What follows belongs to an exercise in optimizing a design on an open flow for small area; a production flow would make more cautious choices. Where RTL was checked, it was by simulation tests only, not by an equivalence proof against the original. No activity file was given, so power comes from the tool's default toggle rates.

==> job 9621: inputs <==
==> flow/design.v <==
package bf_word_pkg;
   localparam int BUCKET_BITS = 4;
   localparam int NUM_BUCKETS = 12;
   localparam int EPOCH_BITS  = 8;
   localparam int TAG_BITS    = 16;
   localparam int ADDR_BITS   = 19;
   localparam int VEC_BITS   = NUM_BUCKETS * BUCKET_BITS;
   localparam int WORD_BITS  = VEC_BITS + EPOCH_BITS + TAG_BITS;   
   localparam int EPOCH_LSB  = TAG_BITS;
   localparam int BUCKET_LSB = TAG_BITS + EPOCH_BITS;
   typedef logic [BUCKET_BITS-1:0] bucket_t;
   typedef logic [VEC_BITS-1:0]    bucket_vec_t;    
   typedef logic [EPOCH_BITS-1:0]  epoch_t;
   typedef logic [TAG_BITS-1:0]    tag_t;
   typedef logic [ADDR_BITS-1:0]   sram_addr_t;
   typedef logic [WORD_BITS-1:0]   sram_word_t;
endpackage
package bf_ctrl_pkg;
   typedef logic req_kind_t;
   localparam logic KIND_INSERT = 1'b1;
   typedef enum logic [1:0] {
      SCRUB_RD,
      SCRUB_WR,
      REQ_RD,
      REQ_WR
   } engine_state_e;
endpackage
`timescale 1ns/100ps
module epoch_timer (
   input  logic                clk,
   input  logic                rst,
   output bf_word_pkg::epoch_t epoch
);
   localparam logic [10:0] START = 11'h001;
   localparam logic [10:0] LAST  = 11'h6ea;
   logic [10:0] lfsr;
   logic        last;
   assign last = (lfsr == LAST);
   always_ff @(posedge clk) begin
      if (rst || last)
         lfsr <= START;
      else
         lfsr <= {lfsr[9:0], lfsr[10] ^ lfsr[8]};
   end
   always_ff @(posedge clk) begin
      if (rst)
         epoch <= '0;
      else if (last)
         epoch <= epoch + 1'b1;
   end
endmodule
`timescale 1ns/100ps
module small_fifo #(
   parameter int AW = 19
) (
   input  logic          clk,
   input  logic          rst,
   input  logic [2*AW:0] din,
   input  logic          wr_en,
   input  logic          rd_en,
   input  logic          head_adv,
   input  logic          hsel,
   output logic [AW-1:0] addr,
   output logic          kind,
   output logic          empty,
   output logic          ready
);
   logic [2*AW:0] mem [7];
   logic [6:0]    wr_oh;
   logic [6:0]    rd_oh;
   logic [2:0]    count;
   logic          do_wr;
   assign ready = (count != 3'd7);
   assign empty = (count == 3'd0);
   assign do_wr = wr_en && ready;
   always_comb begin
      addr = '0;
      kind = 1'b0;
      for (int i = 0; i < 7; i++) begin
         addr = addr | (mem[i][AW-1:0] & {AW{rd_oh[i] && !hsel}})
                     | (mem[i][2*AW-1:AW] & {AW{rd_oh[i] && hsel}});
         kind = kind | (mem[i][2*AW] && rd_oh[i]);
      end
   end
   always_ff @(posedge clk) begin
      for (int i = 0; i < 7; i++)
         if (do_wr && wr_oh[i])
            mem[i] <= din;
   end
   always_ff @(posedge clk) begin
      if (rst) begin
         wr_oh <= 7'b1;
         rd_oh <= 7'b1;
         count <= '0;
      end else begin
         if (do_wr)
            wr_oh <= {wr_oh[5:0], wr_oh[6]};
         if (head_adv)
            rd_oh <= {rd_oh[5:0], rd_oh[6]};
         case ({do_wr, rd_en})
            2'b10:   count <= count + 1'b1;
            2'b01:   count <= count - 1'b1;
            default: count <= count;
         endcase
      end
   end
endmodule
`timescale 1ns/100ps
module bucket_update (
   input  logic [47:0] vec,
   input  logic [3:0]  age,
   input  logic        clr,
   input  logic        do_op,
   input  logic        kind,
   output logic [47:0] result
);
   logic [3:0]  p [12];
   logic [3:0]  m [12];
   logic [3:0]  r [12];
   logic [11:0] nz, en;
   logic        c0, c4, c8;
   logic [3:0]  f;
   logic        rm, ins;
   assign rm  = do_op && !kind;
   assign ins = do_op && kind;
   assign c0  = !clr && age[3:2] == 2'b00;
   assign c4  = !clr && age[2];
   assign c8  = !clr && age[3];
   assign f   = 4'b0001 << age[1:0];
   always_comb begin
      for (int i = 0; i < 12; i++) nz[i] = vec[i*4 +: 4] != 4'd0;
      for (int i = 0; i < 12; i++) begin
         en[i] = rm && nz[i];
         for (int k = i + 1; k < 12; k++) en[i] = en[i] && !nz[k];
         p[i] = vec[i*4 +: 4] - {3'd0, en[i]};
      end
      for (int j = 0; j < 12; j++) begin
         m[j] = c0 ? p[j] : 4'd0;
         if (j + 4 < 12) m[j] = m[j] | (c4 ? p[j+4] : 4'd0);
         if (j + 8 < 12) m[j] = m[j] | (c8 ? p[j+8] : 4'd0);
      end
      for (int j = 0; j < 12; j++) begin
         r[j] = f[0] ? m[j] : 4'd0;
         if (j + 1 < 12) r[j] = r[j] | (f[1] ? m[j+1] : 4'd0);
         if (j + 2 < 12) r[j] = r[j] | (f[2] ? m[j+2] : 4'd0);
         if (j + 3 < 12) r[j] = r[j] | (f[3] ? m[j+3] : 4'd0);
      end
      if (ins)
         r[11] = (clr || age != 4'd0) ? 4'd1 : (vec[47:44] == 4'hf) ? 4'hf : vec[47:44] + 1'b1;
      for (int j = 0; j < 12; j++) result[j*4 +: 4] = r[j];
   end
endmodule
`timescale 1ns/100ps
module bf_engine (
   input  logic        clk,
   input  logic        rst,
   input  logic        req_empty,
   input  logic        data_avail,
   output logic        take,
   output logic        do_op,
   output logic        req_pop,
   output logic        head_adv,
   output logic        hsel,
   output logic        sram_rd_req,
   output logic        sram_wr_req,
   output logic        rd_is_req,
   output logic        wr_is_req,
   output logic [9:0]  rp,
   output logic [9:0]  wp
);
   localparam logic [1:0] SCRUB_RD = 2'd0;
   localparam logic [1:0] SCRUB_WR = 2'd1;
   localparam logic [1:0] REQ_RD   = 2'd2;
   localparam logic [1:0] REQ_WR   = 2'd3;
   logic [1:0] state;
   logic [2:0] cnt;
   assign do_op     = (state == REQ_WR);
   assign take      = state[0] && data_avail;
   assign req_pop   = do_op && data_avail && hsel;
   assign rd_is_req = do_op;    
   assign head_adv  = sram_wr_req && wr_is_req && hsel;
   always_ff @(posedge clk)
      wr_is_req <= do_op;
   always_ff @(posedge clk) begin
      if (rst) begin
         state       <= SCRUB_RD;
         cnt         <= '0;
         hsel        <= 1'b0;
         sram_rd_req <= 1'b0;
         sram_wr_req <= 1'b0;
         rp          <= '0;
         wp          <= '0;
      end else begin
         sram_rd_req <= !state[0];
         sram_wr_req <= take;
         if (sram_rd_req && !rd_is_req)
            rp <= rp + 1'b1;
         if (sram_wr_req && !wr_is_req)
            wp <= wp + 1'b1;
         if (sram_wr_req && wr_is_req)
            hsel <= !hsel;
         case (state)
            SCRUB_RD: begin
               if (cnt == 3'd5) begin
                  cnt   <= '0;
                  state <= SCRUB_WR;
               end else begin
                  cnt <= cnt + 1'b1;
               end
            end
            SCRUB_WR: begin
               if (take) begin
                  if (cnt == 3'd5) begin
                     cnt   <= '0;
                     state <= req_empty ? SCRUB_RD : REQ_RD;
                  end else begin
                     cnt <= cnt + 1'b1;
                  end
               end
            end
            REQ_RD: state <= REQ_WR;
            default: begin
               if (take)
                  state <= hsel ? SCRUB_RD : REQ_RD;
            end
         endcase
      end
   end
endmodule
`timescale 1ns/100ps
module bf_top #(
   parameter int TABLE_DEPTH  = 1024,
   parameter int EPOCH_CYCLES = 2032,
   parameter int SCRUB_BATCH  = 6
) (
   input  logic                    clk,
   input  logic                    rst,
   input  logic                    req_valid,
   input  bf_ctrl_pkg::req_kind_t  req_kind,
   input  bf_word_pkg::sram_addr_t req_hash0,
   input  bf_word_pkg::sram_addr_t req_hash1,
   output logic                    req_ready,
   output logic                    sram_rd_req,
   output bf_word_pkg::sram_addr_t sram_rd_addr,
   input  bf_word_pkg::sram_word_t sram_rd_data,
   input  logic                    sram_rd_vld,
   output logic                    sram_wr_req,
   output bf_word_pkg::sram_addr_t sram_wr_addr,
   output bf_word_pkg::sram_word_t sram_wr_data
);
   logic [7:0]  epoch;
   logic [7:0]  epoch_q;      
   logic        req_empty;
   logic        req_pop;
   logic        head_adv;
   logic        head_kind;
   logic        hsel;
   logic [18:0] req_addr;
   logic        take, do_op, rd_is_req, wr_is_req;
   logic [9:0]  rp, wp;
   logic [7:0]  age_in;
   logic [3:0]  code_in;
   logic [52:0] dl [1:4];
   logic [4:1]  pend;
   logic [4:1]  sel;
   logic [52:0] word;
   logic [3:0]  age;
   logic [47:0] result;
   logic [47:0] wr_vec;
   epoch_timer u_timer (
      .clk   (clk),
      .rst   (rst),
      .epoch (epoch)
   );
   small_fifo req_queue (
      .clk      (clk),
      .rst      (rst),
      .din      ({req_kind, req_hash1, req_hash0}),
      .wr_en    (req_valid),
      .rd_en    (req_pop),
      .head_adv (head_adv),
      .hsel     (hsel),
      .addr     (req_addr),
      .kind     (head_kind),
      .empty    (req_empty),
      .ready    (req_ready)
   );
   bf_engine u_engine (
      .clk         (clk),
      .rst         (rst),
      .req_empty   (req_empty),
      .data_avail  (pend != 4'd0),
      .take        (take),
      .do_op       (do_op),
      .req_pop     (req_pop),
      .head_adv    (head_adv),
      .hsel        (hsel),
      .sram_rd_req (sram_rd_req),
      .sram_wr_req (sram_wr_req),
      .rd_is_req   (rd_is_req),
      .wr_is_req   (wr_is_req),
      .rp          (rp),
      .wp          (wp)
   );
   assign sel[4] = pend[4];
   assign sel[3] = pend[3] && !pend[4];
   assign sel[2] = pend[2] && pend[4:3] == 2'd0;
   assign sel[1] = pend[4:2] == 3'd0;
   assign word   = sel[4] ? dl[4] : sel[3] ? dl[3] : sel[2] ? dl[2] : dl[1];
   assign age_in  = epoch - sram_rd_data[23:16];
   assign code_in = (age_in < 8'd12) ? age_in[3:0] : (age_in == 8'hff) ? 4'hf : 4'hc;
   always_ff @(posedge clk) begin
      dl[1] <= {sram_rd_data[71:24], code_in, epoch[0]};
      dl[2] <= dl[1];
      dl[3] <= dl[2];
      dl[4] <= dl[3];
   end
   always_ff @(posedge clk) begin
      if (rst) begin
         pend <= '0;
      end else begin
         pend[1] <= sram_rd_vld;
         pend[2] <= pend[1] && !(take && sel[1]);
         pend[3] <= pend[2] && !(take && sel[2]);
         pend[4] <= pend[3] && !(take && sel[3]);
      end
   end
   assign age = word[4:1] + {3'd0, word[0] ^ epoch[0]};
   bucket_update u_update (
      .vec    (word[52:5]),
      .age    (age),
      .clr    (age[3] && age[2]),
      .do_op  (do_op),
      .kind   (head_kind),
      .result (result)
   );
   always_ff @(posedge clk) begin
      wr_vec  <= result;
      epoch_q <= epoch;
   end
   assign sram_rd_addr = rd_is_req ? req_addr : {9'd0, rp};
   assign sram_wr_addr = wr_is_req ? req_addr : {9'd0, wp};
   assign sram_wr_data = {wr_vec, epoch_q, sram_wr_addr[15:0]};
endmodule
==> flow/flow/run.sh <==
#!/bin/bash
# Own layout flow: the standard layout (standard.sh, all steps), with two
# changes made through ORFS's own variables:
#  - the port buffers that global placement inserts use the smallest buffer,
#    sky130_fd_sc_hd__buf_1, instead of the tool's pick;
#  - clock tree synthesis inserts no dummy loads, uses clkbuf_8 and clusters
#    of at most 20 sinks within 60 um.
# make's full output goes to standard.log here; ORFS's per-step logs are in
# orfs/logs/.
set -euo pipefail
export BUFFER_PORTS_ARGS="-buffer_cell sky130_fd_sc_hd__buf_1"
export CTS_ARGS="-sink_clustering_enable -repair_clock_nets -dont_use_dummy_load -buf_list sky130_fd_sc_hd__clkbuf_8 -sink_clustering_size 20 -sink_clustering_max_diameter 60"
bash standard.sh finish > standard.log 2>&1
==> flow/standard.sh <==
#!/bin/bash
# synth_recipe.tcl (not shown) runs the flow's synth.tcl, then flattens the netlist and writes it again
# the make line also repeats each setting of config.mk as NAME=value (left out here)
make -C /OpenROAD-flow-scripts/flow DESIGN_CONFIG=/design/flow/config.mk WORK_HOME=/design/flow/orfs CLKGATE_MAP_FILE= SYNTH_SCRIPT=/design/flow/synth_recipe.tcl "${@:-finish}"
==> flow/config.mk <==
export PLATFORM = sky130hd
export DESIGN_NAME = bf_top
export DESIGN_NICKNAME = bf_top
export VERILOG_FILES = /design/flow/design.v
export SDC_FILE = /design/flow/constraint.sdc
export NUM_CORES = 4
export LEC_CHECK = 0
export CAP_MARGIN = 20
export CORE_MARGIN = 2
export CORE_UTILIZATION = 60
export SLEW_MARGIN = 20
==> flow/constraint.sdc <==
create_clock -name core_clock -period 10.0 [get_ports {clk}]
set_input_delay 2.0000 -clock core_clock [delete_from_list [all_inputs] [get_ports {clk}]]
set_output_delay 2.0000 -clock core_clock [all_outputs]
set_load 0.01 [all_outputs]
==> inputs of job 6520, as changes to job 9621 <==
==> flow/design.v, changed modules only <==
module epoch_timer (
   input  logic                clk,
   input  logic                rst,
   output bf_word_pkg::epoch_t epoch,
   output logic [10:0]         lfsr
);
   localparam logic [10:0] START = 11'h001;
   localparam logic [10:0] LAST  = 11'h6ea;
   logic        last;
   assign last = (lfsr == LAST);
   always_ff @(posedge clk) begin
      if (rst || last)
         lfsr <= START;
      else
         lfsr <= {lfsr[9:0], lfsr[10] ^ lfsr[8]};
   end
   always_ff @(posedge clk) begin
      if (rst)
         epoch <= '0;
      else if (last)
         epoch <= epoch + 1'b1;
   end
endmodule
module small_fifo #(
   parameter int AW = 19
) (
   input  logic          clk,
   input  logic          rst,
   input  logic [2*AW:0] din,
   input  logic          wr_en,
   input  logic          rd_en,
   input  logic          head_adv,
   input  logic          hsel,
   output logic [AW-1:0] addr,
   output logic          kind,
   output logic          empty,
   output logic          ready
);
   logic [2*AW:0] mem [7];
   logic [2:0]    wr_p;
   logic [2:0]    rd_p;
   logic [6:0]    wr_oh;
   logic [6:0]    rd_oh;
   always_comb for (int i = 0; i < 7; i++) begin
      wr_oh[i] = (wr_p == 3'(i));
      rd_oh[i] = (rd_p == 3'(i));
   end
   logic [2:0]    count;
   logic          do_wr;
   assign ready = (count != 3'd7);
   assign empty = (count == 3'd0);
   assign do_wr = wr_en && ready;
   always_comb begin
      addr = '0;
      kind = 1'b0;
      for (int i = 0; i < 7; i++) begin
         addr = addr | (mem[i][AW-1:0] & {AW{rd_oh[i] && !hsel}})
                     | (mem[i][2*AW-1:AW] & {AW{rd_oh[i] && hsel}});
         kind = kind | (mem[i][2*AW] && rd_oh[i]);
      end
   end
   always_ff @(posedge clk) begin
      for (int i = 0; i < 7; i++)
         if (do_wr && wr_oh[i])
            mem[i] <= din;
   end
   always_ff @(posedge clk) begin
      if (rst) begin
         wr_p <= '0;
         rd_p <= '0;
         count <= '0;
      end else begin
         if (do_wr)
            wr_p <= (wr_p == 3'd6) ? 3'd0 : wr_p + 1'b1;
         if (head_adv)
            rd_p <= (rd_p == 3'd6) ? 3'd0 : rd_p + 1'b1;
         case ({do_wr, rd_en})
            2'b10:   count <= count + 1'b1;
            2'b01:   count <= count - 1'b1;
            default: count <= count;
         endcase
      end
   end
endmodule
module bucket_update (
   input  logic [47:0] vec,
   input  logic [3:0]  age,
   input  logic        clr,
   input  logic        do_op,
   input  logic        kind,
   output logic [47:0] result
);
   logic [3:0]  p [12];
   logic [3:0]  m [12];
   logic [3:0]  r [12];
   logic [11:0] nz, en;
   logic        c0, c4, c8;
   logic [3:0]  f;
   logic        rm, ins;
   assign rm  = do_op && !kind;
   assign ins = do_op && kind;
   assign c0  = !clr && age[3:2] == 2'b00;
   assign c4  = !clr && age[2];
   assign c8  = !clr && age[3];
   assign f   = 4'b0001 << age[1:0];
   always_comb begin
      for (int i = 0; i < 12; i++) nz[i] = vec[i*4 +: 4] != 4'd0;
      for (int i = 0; i < 12; i++) begin
         logic [3:0] v;
         v = vec[i*4 +: 4];
         en[i] = rm && nz[i];
         for (int k = i + 1; k < 12; k++) en[i] = en[i] && !nz[k];
         p[i][0] = v[0] ^ en[i];
         p[i][1] = v[1] ^ (en[i] && !v[0]);
         p[i][2] = v[2] ^ (en[i] && !v[0] && !v[1]);
         p[i][3] = v[3] && !(en[i] && !v[0] && !v[1] && !v[2]);
      end
      for (int j = 0; j < 12; j++) begin
         m[j] = f[0] ? p[j] : 4'd0;
         if (j + 1 < 12) m[j] = m[j] | (f[1] ? p[j+1] : 4'd0);
         if (j + 2 < 12) m[j] = m[j] | (f[2] ? p[j+2] : 4'd0);
         if (j + 3 < 12) m[j] = m[j] | (f[3] ? p[j+3] : 4'd0);
      end
      for (int j = 0; j < 12; j++) begin
         r[j] = c0 ? m[j] : 4'd0;
         if (j + 4 < 12) r[j] = r[j] | (c4 ? m[j+4] : 4'd0);
         if (j + 8 < 12) r[j] = r[j] | (c8 ? m[j+8] : 4'd0);
      end
      if (ins)
         r[11] = (clr || age != 4'd0) ? 4'd1 : (vec[47:44] == 4'hf) ? 4'hf : vec[47:44] + 1'b1;
      for (int j = 0; j < 12; j++) result[j*4 +: 4] = r[j];
   end
endmodule
module bf_engine (
   input  logic        clk,
   input  logic        rst,
   input  logic        req_empty,
   input  logic        data_avail,
   output logic        take,
   output logic        do_op,
   output logic        req_pop,
   output logic        head_adv,
   output logic        hsel,
   output logic        sram_rd_req,
   output logic        sram_wr_req,
   output logic        addr_is_req,
   output logic [9:0]  scrub_addr
);
   localparam logic [1:0] SCRUB_RD = 2'd0;
   localparam logic [1:0] SCRUB_WR = 2'd1;
   localparam logic [1:0] REQ_RD   = 2'd2;
   localparam logic [1:0] REQ_WR   = 2'd3;
   logic [1:0] state;
   logic [2:0] cnt;
   logic       rd_is_req;
   logic       wr_is_req;
   logic [9:0] wp;    
   logic [2:0] rj;    
   assign addr_is_req = sram_rd_req ? rd_is_req : wr_is_req;
   assign scrub_addr  = wp + {7'd0, rj};
   assign do_op     = (state == REQ_WR);
   assign take      = state[0] && data_avail;
   assign req_pop   = do_op && data_avail && hsel;
   assign rd_is_req = do_op;    
   assign head_adv  = sram_wr_req && wr_is_req && hsel;
   always_ff @(posedge clk)
      wr_is_req <= do_op;
   always_ff @(posedge clk) begin
      if (rst) begin
         state       <= SCRUB_RD;
         cnt         <= '0;
         hsel        <= 1'b0;
         sram_rd_req <= 1'b0;
         sram_wr_req <= 1'b0;
         rj          <= '0;
         wp          <= '0;
      end else begin
         sram_rd_req <= !state[0];
         sram_wr_req <= take;
         if (sram_rd_req && !rd_is_req)
            rj <= (rj == 3'd5) ? 3'd0 : rj + 1'b1;
         if (sram_wr_req && !wr_is_req)
            wp <= wp + 1'b1;
         if (sram_wr_req && wr_is_req)
            hsel <= !hsel;
         case (state)
            SCRUB_RD: begin
               if (cnt == 3'd5) begin
                  cnt   <= '0;
                  state <= SCRUB_WR;
               end else begin
                  cnt <= cnt + 1'b1;
               end
            end
            SCRUB_WR: begin
               if (take) begin
                  if (cnt == 3'd5) begin
                     cnt   <= '0;
                     state <= req_empty ? SCRUB_RD : REQ_RD;
                  end else begin
                     cnt <= cnt + 1'b1;
                  end
               end
            end
            REQ_RD: state <= REQ_WR;
            default: begin
               if (take)
                  state <= hsel ? SCRUB_RD : REQ_RD;
            end
         endcase
      end
   end
endmodule
module bf_top #(
   parameter int TABLE_DEPTH  = 1024,
   parameter int EPOCH_CYCLES = 2032,
   parameter int SCRUB_BATCH  = 6
) (
   input  logic                    clk,
   input  logic                    rst,
   input  logic                    req_valid,
   input  bf_ctrl_pkg::req_kind_t  req_kind,
   input  bf_word_pkg::sram_addr_t req_hash0,
   input  bf_word_pkg::sram_addr_t req_hash1,
   output logic                    req_ready,
   output logic                    sram_rd_req,
   output bf_word_pkg::sram_addr_t sram_rd_addr,
   input  bf_word_pkg::sram_word_t sram_rd_data,
   input  logic                    sram_rd_vld,
   output logic                    sram_wr_req,
   output bf_word_pkg::sram_addr_t sram_wr_addr,
   output bf_word_pkg::sram_word_t sram_wr_data
);
   logic [7:0]  epoch;
   logic [10:0] lfsr;
   logic [7:0]  epoch_q;      
   logic [3:0]  since;        
   logic        req_empty;
   logic        req_pop;
   logic        head_adv;
   logic        head_kind;
   logic        hsel;
   logic [18:0] req_addr;
   logic        take, do_op, addr_is_req;
   logic [9:0]  scrub_addr;
   logic [18:0] addr;
   logic [7:0]  age_in;
   logic [3:0]  code_in;
   logic [51:0] dl [1:4];
   logic [4:1]  pend;
   logic [4:1]  sel;
   logic [51:0] word;
   logic [3:0]  age;
   logic [47:0] result;
   logic [47:0] wr_vec;
   epoch_timer u_timer (
      .clk   (clk),
      .rst   (rst),
      .epoch (epoch),
      .lfsr  (lfsr)
   );
   assign since[0] = lfsr == 11'd1;
   assign since[1] = since[0] || lfsr == 11'd2;
   assign since[2] = since[1] || lfsr == 11'd4;
   assign since[3] = since[2] || lfsr == 11'd8;
   small_fifo req_queue (
      .clk      (clk),
      .rst      (rst),
      .din      ({req_kind, req_hash1, req_hash0}),
      .wr_en    (req_valid),
      .rd_en    (req_pop),
      .head_adv (head_adv),
      .hsel     (hsel),
      .addr     (req_addr),
      .kind     (head_kind),
      .empty    (req_empty),
      .ready    (req_ready)
   );
   bf_engine u_engine (
      .clk         (clk),
      .rst         (rst),
      .req_empty   (req_empty),
      .data_avail  (pend != 4'd0),
      .take        (take),
      .do_op       (do_op),
      .req_pop     (req_pop),
      .head_adv    (head_adv),
      .hsel        (hsel),
      .sram_rd_req (sram_rd_req),
      .sram_wr_req (sram_wr_req),
      .addr_is_req (addr_is_req),
      .scrub_addr  (scrub_addr)
   );
   assign sel[4] = pend[4];
   assign sel[3] = pend[3] && !pend[4];
   assign sel[2] = pend[2] && pend[4:3] == 2'd0;
   assign sel[1] = pend[4:2] == 3'd0;
   assign word   = sel[4] ? dl[4] : sel[3] ? dl[3] : sel[2] ? dl[2] : dl[1];
   assign age_in  = epoch - sram_rd_data[23:16];
   assign code_in = (age_in < 8'd12) ? age_in[3:0] : (age_in == 8'hff) ? 4'hf : 4'hc;
   always_ff @(posedge clk) begin
      dl[1] <= {sram_rd_data[71:24], code_in};
      dl[2] <= dl[1];
      dl[3] <= dl[2];
      dl[4] <= dl[3];
   end
   always_ff @(posedge clk) begin
      if (rst) begin
         pend <= '0;
      end else begin
         pend[1] <= sram_rd_vld;
         pend[2] <= pend[1] && !(take && sel[1]);
         pend[3] <= pend[2] && !(take && sel[2]);
         pend[4] <= pend[3] && !(take && sel[3]);
      end
   end
   assign age = word[3:0] + {3'd0, (sel & since) != 4'd0};
   bucket_update u_update (
      .vec    (word[51:4]),
      .age    (age),
      .clr    (age[3] && age[2]),
      .do_op  (do_op),
      .kind   (head_kind),
      .result (result)
   );
   always_ff @(posedge clk) begin
      wr_vec  <= result;
      epoch_q <= epoch;
   end
   assign addr         = addr_is_req ? req_addr : {9'd0, scrub_addr};
   assign sram_rd_addr = addr;
   assign sram_wr_addr = addr;
   assign sram_wr_data = {wr_vec, epoch_q, addr[15:0]};
endmodule
==> flow/flow/run.sh (replaced) <==
#!/bin/bash
# Own layout flow: the standard layout (standard.sh, all steps), with
# three changes:
#  - synthesis runs the standard flow's own script (synth_recipe.tcl) unchanged except that
#    ABC maps the logic with an area-oriented script (flow/abc_area.script)
#    in place of ORFS's speed script; the registers are mapped as before;
#  - the port buffers that global placement inserts use the smallest buffer,
#    sky130_fd_sc_hd__buf_1 (ORFS variable BUFFER_PORTS_ARGS);
#  - clock tree synthesis inserts no dummy loads, uses clkbuf_8 and clusters
#    of at most 16 sinks within 50 um (ORFS variable CTS_ARGS).
# make's full output goes to standard.log here; ORFS's per-step logs are in
# orfs/logs/.
set -euo pipefail
here=$(pwd)
{
  cat <<'TCL'
# synth_recipe.tcl with ABC's -script replaced by $::env(MY_ABC_SCRIPT)
proc abc {args} {
  set i [lsearch -exact $args -script]
  if { $i >= 0 } {
    set args [lreplace $args $i [expr {$i + 1}] -script $::env(MY_ABC_SCRIPT)]
  }
  yosys abc {*}$args
}
TCL
  cat "$here/synth_recipe.tcl"
} > "$here/my_synth.tcl"
export MY_ABC_SCRIPT="$here/flow/abc_area.script"
export BUFFER_PORTS_ARGS="-buffer_cell sky130_fd_sc_hd__buf_1"
export CTS_ARGS="-sink_clustering_enable -repair_clock_nets -dont_use_dummy_load -buf_list {sky130_fd_sc_hd__clkbuf_4 sky130_fd_sc_hd__clkbuf_8} -sink_clustering_size 12 -sink_clustering_max_diameter 45"
bash standard.sh "SYNTH_SCRIPT=$here/my_synth.tcl" finish > standard.log 2>&1
==> flow/flow/abc_area.script (new file) <==
strash
&get -n
&deepsyn -T 60
&put
dch -f
map -a
strash
dch -f
map -a
topo
--- a/flow/config.mk
+++ b/flow/config.mk
@@ -9,3 +9,3 @@
 export CORE_MARGIN = 2
-export CORE_UTILIZATION = 60
+export CORE_UTILIZATION = 70
 export SLEW_MARGIN = 20
==> inputs of job 5590, as changes to job 9621 <==
==> flow/run.sh (new file) <==
#!/bin/bash
# synth_recipe.tcl (not shown) runs the flow's synth.tcl, then flattens the netlist and writes it again
# the make line also repeats each setting of config.mk as NAME=value (left out here)
make -C /OpenROAD-flow-scripts/flow DESIGN_CONFIG=/design/flow/config.mk WORK_HOME=/design/flow/orfs CLKGATE_MAP_FILE= SYNTH_SCRIPT=/design/flow/synth_recipe.tcl finish
--- a/flow/config.mk
+++ b/flow/config.mk
@@ -10,2 +10,5 @@
 export CORE_UTILIZATION = 60
+export CTS_BUF_LIST = sky130_fd_sc_hd__clkbuf_8
+export CTS_CLUSTER_DIAMETER = 60
+export CTS_CLUSTER_SIZE = 20
 export SLEW_MARGIN = 20
removed: flow/flow/run.sh
removed: flow/standard.sh
==> run summary <==
The lowest wire length belongs to job 6520, the highest to job 5590. Sequential cell count is the same in job 9621 and job 5590. The lowest hold slack belongs to job 9621, the highest to job 5590. Fmax: job 5590 < job 6520 < job 9621. The lowest first-iteration DRC count belongs to job 5590, the highest to job 6520. Job 5590 produced a clean layout. Job 6520 completed without violations. Job 9621 ran to the end with no violations.
==> figures <==
Status: job 6520 finished clean; job 5590 finished clean; job 9621 finished clean
Sum of routed wire length over all layers: job 6520 54.78 mm; job 5590 55.92 mm; job 9621 54.91 mm
Count of clock-net buffers in the final layout: job 6520 58; job 5590 42; job 9621 40
Cell Area, Synth: job 6520 21320 µm²; job 5590 23120 µm²; job 9621 23120 µm²
Crit Path Max Fanout: job 6520 54; job 5590 50; job 9621 59
Horizontal die dimension: job 6520 178.5 µm; job 5590 200.3 µm; job 9621 200.3 µm
Total placed instance area: job 6520 22590 µm²; job 5590 25510 µm²; job 9621 24200 µm²
Sequential share of power: job 6520 0.627; job 5590 0.630; job 9621 0.657
Number of cells on the critical path: job 6520 19; job 5590 5; job 9621 7
Static leakage power: job 6520 8.145 nW; job 5590 9.472 nW; job 9621 8.818 nW
Detailed-routing wirelength on met1: job 6520 20.35 mm; job 5590 21.91 mm; job 9621 21.78 mm
Function not checked in job 9621 and job 5590: the RTL went through the layout flow alone.

separate check: timing with driven ports:
In the flow no input, the clock included, has a driving cell. The finished layouts below were timed again as built, in two steps.
Step 1 (the two cells are an assumption about what drives the block):
set clk [get_ports {clk}]
set_driving_cell -lib_cell sky130_fd_sc_hd__clkbuf_16 $clk
set_driving_cell -lib_cell sky130_fd_sc_hd__buf_2 [delete_from_list [all_inputs] $clk]
Step 2 adds t to the input delays and takes it off the output delays; t is the mean of the earliest and latest rising clock arrival at the registers after step 1. Input paths then give back, and output paths get back, about the clock's delay inside the block.
Three values: ideal ports, drivers, drivers and shift; two values: the first two.
| run | t, ns | slack for setup (ns) | worst hold slack (ns) | slew at the worst register clock pin (ns) | worst data-port slew with drivers (ns) |
|---|---|---|---|---|---|
| job 9621 | 0.679 | 4.016 / 3.961 / 4.432 | 0.296 / 0.296 / 0.296 | 0.12 / 0.12 | 0.09 |
| job 6520 | 0.659 | 3.787 / 3.787 / 3.787 | 0.300 / 0.300 / 0.300 | 0.08 / 0.08 | 0.08 |
| job 5590 | 0.689 | 3.781 / 3.729 / 4.092 | 0.351 / 0.351 / 0.351 | 0.12 / 0.12 | 0.08 |
After both steps setup and hold are still met in every run listed.
